This design comes from an exercise in tuning for small area, a short achievable clock period and few clock cycles on the open sky130 flow, not from production work.
Only simulation tests tie the RTL to the original design; equivalence was not proved.
The clock port is modelled as an ideal driver, which makes a skipped or thinned clock tree look cheaper than it is; a real chip needs a root buffer or a tree.
Power figures rest on the tool's default switching activity, not on a simulated workload.

==> inputs of nickel <==
Design polar_encoder, start of the top module:
module polar_encoder
(
    input  logic       clk,
    input  logic       rst_n,
    input  logic       start,
    input  logic [9:0] N,
    input  logic [7:0] K,
    input  logic       in_valid,
    input  logic       in_bit,
    output logic       in_ready,
    output logic       out_valid,
    output logic       out_bit,
    input  logic       out_ready,
    output logic       busy,
    output logic       out_last
);
    function automatic logic [3:0] u4(input int v);
        u4 = v[3:0];
    endfunction
    logic       busy_q, in_ready_q, out_valid_q, out_bit_q, out_last_q;
    logic       busy_o, in_ready_o, out_valid_o, out_last_o;
    logic       v_q, b_q;         
    logic       m512, m256;       
    logic       su_q;             
    logic       pha_q;            
    logic       init_q;           
    logic       par_q;            
    logic       tv_q, tb_q, tl_q, pact_q;
    logic [3:0] j_q;              
    logic [3:0] p_q;
    logic [8:0] t_q;              
  ...
export LEC_CHECK = 0
export CAP_MARGIN = 20
export CORE_MARGIN = 2
export CORE_UTILIZATION = 55
export CTS_BUF_LIST = sky130_fd_sc_hd__clkbuf_16
export CTS_CLUSTER_DIAMETER = 100
export CTS_CLUSTER_SIZE = 24
export PLACE_DENSITY = 0.65
export SLEW_MARGIN = 20
export SYNTH_HIERARCHICAL = 1
create_clock -name core_clock -period 30.0 [get_ports {clk}]
standard.sh (not shown) runs the stock make flow with config.mk's settings and CLKGATE_MAP_FILE= SYNTH_SCRIPT=/design/flow/synth_recipe.tcl, a recipe that flattens the netlist after the stock synthesis.
==> flow/flow/run.sh <==
#!/bin/bash
# The standard layout with two changes:
#  - plain buffers (buf_2) on the ports, instead of the delay cell that
#    buffer_ports picks by default;
#  - a two-level clock tree built by flow/cts.tcl in place of TritonCTS.
set -e
export BUFFER_PORTS_ARGS="-buffer_cell sky130_fd_sc_hd__buf_2"
bash standard.sh place > standard_place.log 2>&1
export FLOW_RES=$PWD/orfs/results/sky130hd/polar_encoder/base
mkdir -p orfs/logs/sky130hd/polar_encoder/base
openroad -no_init -exit flow/cts.tcl > cts.log 2>&1
cp cts.log orfs/logs/sky130hd/polar_encoder/base/4_1_cts.log
bash standard.sh > standard.log 2>&1
==> flow/flow/cts.tcl <==
# Clock tree for this design, in place of TritonCTS: the clock port drives
# four root clkbuf_16s, each driving the clkbuf_16s of about four of the 16
# flip-flop clusters (k-means on the flip-flops' locations). Two buffer
# levels give a lower insertion delay than TritonCTS's three.
set plat $::env(FLOW_HOME)/platforms/sky130hd
set res $::env(FLOW_RES)
read_liberty $plat/lib/sky130_fd_sc_hd__tt_025C_1v80.lib
read_db $res/3_place.odb
read_sdc $res/3_place.sdc
source $plat/setRC.tcl
source [file dirname [info script]]/mcts.tcl
mcts_build 16 sky130_fd_sc_hd__clkbuf_16 sky130_fd_sc_hd__clkbuf_16 4
set_propagated_clock [all_clocks]
detailed_placement
check_placement -verbose
estimate_parasitics -placement
report_clock_skew
report_checks -path_delay max -group_path_count 5 -format full_clock_expanded
report_check_types -max_slew -max_capacitance -violators
write_db $res/4_1_cts.odb
write_sdc -no_timestamp $res/4_cts.sdc
==> flow/flow/mcts.tcl <==
# Manual two-level clock tree: root clkbuf near the die centre driving one
# clkbuf per cluster of flip-flops (k-means on clock pin locations).
# Manual two-level clock tree: see cts.tcl.
proc mcts_build { nclus bufname rootname {nroot 1} } {
  set db [ord::get_db]
  set block [ord::get_db_block]
  set clknet [$block findNet clk]
  set sinks {}
  foreach it [$clknet getITerms] {
    set inst [$it getInst]
    set bb [$inst getBBox]
    lappend sinks [list $it [expr {([$bb xMin]+[$bb xMax])/2}] [expr {([$bb yMin]+[$bb yMax])/2}]]
  }
  set n [llength $sinks]
  # k-means init: spread along sorted order
  set sorted [lsort -real -index 1 $sinks]
  set cents {}
  for {set k 0} {$k < $nclus} {incr k} {
    set s [lindex $sorted [expr {int(($k + 0.5) * $n / $nclus)}]]
    lappend cents [list [lindex $s 1] [lindex $s 2]]
  }
  for {set iter 0} {$iter < 40} {incr iter} {
    set sx {}; set sy {}; set sc {}
    for {set k 0} {$k < $nclus} {incr k} { lappend sx 0.0; lappend sy 0.0; lappend sc 0 }
    set assign {}
    foreach s $sinks {
      set best -1; set bd 1e30
      for {set k 0} {$k < $nclus} {incr k} {
        set c [lindex $cents $k]
        set d [expr {abs([lindex $s 1]-[lindex $c 0]) + abs([lindex $s 2]-[lindex $c 1])}]
        if {$d < $bd} { set bd $d; set best $k }
      }
      lappend assign $best
      lset sx $best [expr {[lindex $sx $best] + [lindex $s 1]}]
      lset sy $best [expr {[lindex $sy $best] + [lindex $s 2]}]
      lset sc $best [expr {[lindex $sc $best] + 1}]
    }
    for {set k 0} {$k < $nclus} {incr k} {
      if {[lindex $sc $k] > 0} {
        lset cents $k [list [expr {[lindex $sx $k]/[lindex $sc $k]}] [expr {[lindex $sy $k]/[lindex $sc $k]}]]
      }
    }
  }
  set m [$db findMaster $bufname]
  set rm [$db findMaster $rootname]
  # group the cluster centres into nroot groups (k-means)
  set rc {}
  set sc [lsort -real -index 0 $cents]
  for {set r 0} {$r < $nroot} {incr r} { lappend rc [lindex $sc [expr {int(($r + 0.5) * $nclus / $nroot)}]] }
  for {set iter 0} {$iter < 30} {incr iter} {
    set rass {}
    set ax {}; set ay {}; set an {}
    for {set r 0} {$r < $nroot} {incr r} { lappend ax 0.0; lappend ay 0.0; lappend an 0 }
    foreach c $cents {
      set best 0; set bd 1e30
      for {set r 0} {$r < $nroot} {incr r} {
        set d [expr {abs([lindex $c 0]-[lindex $rc $r 0]) + abs([lindex $c 1]-[lindex $rc $r 1])}]
        if {$d < $bd} { set bd $d; set best $r }
      }
      lappend rass $best
      lset ax $best [expr {[lindex $ax $best] + [lindex $c 0]}]
      lset ay $best [expr {[lindex $ay $best] + [lindex $c 1]}]
      lset an $best [expr {[lindex $an $best] + 1}]
    }
    for {set r 0} {$r < $nroot} {incr r} {
      if {[lindex $an $r] > 0} { lset rc $r [list [expr {[lindex $ax $r]/[lindex $an $r]}] [expr {[lindex $ay $r]/[lindex $an $r]}]] }
    }
  }
  set rootnets {}
  for {set r 0} {$r < $nroot} {incr r} {
    set root [odb::dbInst_create $block $rm clkroot_buf_$r]
    $root setLocation [expr {int([lindex $rc $r 0])}] [expr {int([lindex $rc $r 1])}]
    $root setPlacementStatus PLACED
    set rn [odb::dbNet_create $block clkroot_net_$r]
    $rn setSigType CLOCK
    [$root findITerm X] connect $rn
    lappend rootnets $rn
    lappend roots $root
  }
  set leafnets {}
  for {set k 0} {$k < $nclus} {incr k} {
    set c [lindex $cents $k]
    set b [odb::dbInst_create $block $m clkleaf_buf_$k]
    $b setLocation [expr {int([lindex $c 0])}] [expr {int([lindex $c 1])}]
    $b setPlacementStatus PLACED
    set ln [odb::dbNet_create $block clkleaf_net_$k]
    $ln setSigType CLOCK
    [$b findITerm A] connect [lindex $rootnets [lindex $rass $k]]
    [$b findITerm X] connect $ln
    lappend leafnets $ln
  }
  set i 0
  foreach s $sinks {
    set it [lindex $s 0]
    $it disconnect
    $it connect [lindex $leafnets [lindex $assign $i]]
    incr i
  }
  foreach root $roots { [$root findITerm A] connect $clknet }
  global_connect
}
==> inputs of onyx, as changes to nickel <==
--- a/flow/design.v
+++ b/flow/design.v
@@ -1034,15 +1034,15 @@
             su_q        <= 1'b0;
             init_q      <= 1'b0;
         end else begin
             v_q <= hs_in;
             if (!busy_q) begin
                 busy_q      <= start_acc;
                 busy_o      <= start_acc;
-                su_q        <= start_acc;
+                su_q        <= 1'b1;          
                 in_ready_q  <= 1'b0;
                 out_valid_q <= 1'b0;
                 tv_q        <= 1'b0;
             end else begin
                 if (hs_out)    tv_q <= 1'b0;
                 else if (prod) tv_q <= 1'b1;
                 init_q <= su_q & ~pha_q & (p_q == 4'd0);
@@ -1053,15 +1053,16 @@
                 end else if (in_valid & last_tgt) begin
                     in_ready_q <= 1'b0;
                     in_ready_o <= 1'b0;
                 end
                 if (out_go | k0) begin
                     out_valid_q <= 1'b1;
                     out_valid_o <= 1'b1;
-                end else if (hs_out && out_last_q) begin
+                end
+                if (hs_out && out_last_q) begin
                     out_valid_q <= 1'b0;
                     out_valid_o <= 1'b0;
                     busy_q      <= 1'b0;
                     busy_o      <= 1'b0;
                 end
             end
         end
==> inputs of indigo, as changes to nickel <==
==> flow/flow/run.sh (replaced) <==
#!/bin/bash
# The standard layout, with plain buffers (instead of the delay cell that
# buffer_ports picks by default) on the input and output ports.
set -e
export BUFFER_PORTS_ARGS="-buffer_cell sky130_fd_sc_hd__buf_2"
bash standard.sh > standard.log 2>&1
CORE_UTILIZATION = 70   (was 55)
PLACE_DENSITY = 0.75   (was 0.65)
removed: flow/flow/cts.tcl
removed: flow/flow/mcts.tcl
==> notes <==
Critical path depth is the same in onyx and indigo. Against nickel, the design area of indigo is lower by about 0.6%. Routed wire length: onyx > nickel > indigo. Clock skew: onyx > nickel > indigo. In flip-flop and latch count, nickel and indigo do not differ. Between onyx and indigo, the lower combinational power is in onyx (gap 10%, measured against indigo). The lowest worst setup slack belongs to indigo, the highest to nickel. Against nickel, the sequential share of layout area of indigo is higher by 0.22 points. Of indigo and nickel, nickel has the higher clock power (gap about 4%, measured against nickel). In onyx the sequential power is smaller than in indigo, by about 2%. Via count: nickel is smaller than indigo (2.8%).
==> figures <==
Startpoint of the most critical hold path: nickel slot_q[63]; indigo slot_q[60]; onyx slot_q[255]
Internal portion of total power: nickel 0.583 mW; indigo 0.569 mW; onyx 0.577 mW
Post-Route Utilization: nickel 0.599; indigo 0.756; onyx 0.598
Final critical-path setup slack: nickel 23160 ps; indigo 22950 ps; onyx 23140 ps
Combined area of the multi-input logic cells: nickel 9510 sq um; indigo 9490 sq um; onyx 9530 sq um
Clock-pin slew on the worst setup and hold paths: nickel 100 ps; indigo 100 ps; onyx 80 ps
Clock net power: nickel 0.253 mW; indigo 0.244 mW; onyx 0.251 mW
Post-Synth Simple-Gate Area: nickel 0.151; indigo 0.151; onyx 0.154
Syn-to-layout area delta: nickel 7.48%; indigo 6.85%; onyx 7.43%
Horizontal die dimension: nickel 177 microns; indigo 157 microns; onyx 177 microns
M1 wire length: nickel 19900 microns; indigo 18400 microns; onyx 20300 microns
Initial cell density of the core: nickel 0.557; indigo 0.708; onyx 0.556
Net Switching: nickel 0.216 mW; indigo 0.222 mW; onyx 0.203 mW
Total track usage: nickel 0.277; indigo 0.343; onyx 0.279
Met2 Resource Use GR: nickel 0.472; indigo 0.564; onyx 0.467
Fraction of final layout cells sized beyond drive strength 1: nickel 0.0707; indigo 0.0699; onyx 0.0688
Arrival time of data at the critical path endpoint: nickel 840 ps; indigo 1050 ps; onyx 860 ps
Result of the run: nickel complete, no violations; indigo complete, no violations; onyx complete, no violations
Length of routed met2 wiring: nickel 20700 microns; indigo 20000 microns; onyx 20300 microns
Worst path max stage delay: nickel 380 ps; indigo 390 ps; onyx 400 ps
Number of cells on the worst reg-to-reg path: nickel 17; indigo 17; onyx 20
Fraction of synthesized cell area in xor and xnor cells: nickel 0.151; indigo 0.151; onyx 0.152
Per-instance average area after synthesis: nickel 9.15 sq um; indigo 9.15 sq um; onyx 9.16 sq um
Testbench counts of nickel, summed over its fixed seeds: cycles 51,710.
Testbench counts of onyx, summed over its fixed seeds: cycles 51,710.
Testbench counts of indigo, summed over its fixed seeds: cycles 51,710.
The clock cells of nickel and onyx come from the design's own scripts or RTL, not from TritonCTS.

afterwards: timing with drivers on the ports:
The results above use ideal ports. As a check the final layouts listed here were re-extracted and re-timed, cells and wires unchanged. Step 1 sets driving cells, clkbuf_16 on the clock port and buf_2 on the other inputs (assumed; they add their load-dependent delay and slew). Step 2 also shifts input and output timing later by t, the mid clock arrival at the registers, as if the neighbouring blocks saw the same clock. Slacks: no drivers / after step 1 / after step 2; pairs: no drivers / after step 1.
run | t, ns | setup WS [ns] | hold slack, ns | latest minus earliest clock arrival (ns) | worst register clock-pin slew, ns
nickel | 0.411 | 23.164 / 23.073 / 22.963 | 0.482 / 0.482 / 0.482 | 0.074 / 0.074 | 0.11 / 0.11
onyx | 0.418 | 23.141 / 23.023 / 23.066 | 0.481 / 0.481 / 0.481 | 0.081 / 0.081 | 0.11 / 0.11
indigo | 0.558 | 22.946 / 22.898 / 22.991 | 0.486 / 0.486 / 0.486 | 0.024 / 0.023 | 0.10 / 0.10
After both steps every run listed still meets setup and hold. The setup slack of nickel, which loses most, moves by -0.091 ns with the drivers and by -0.201 ns with both steps.
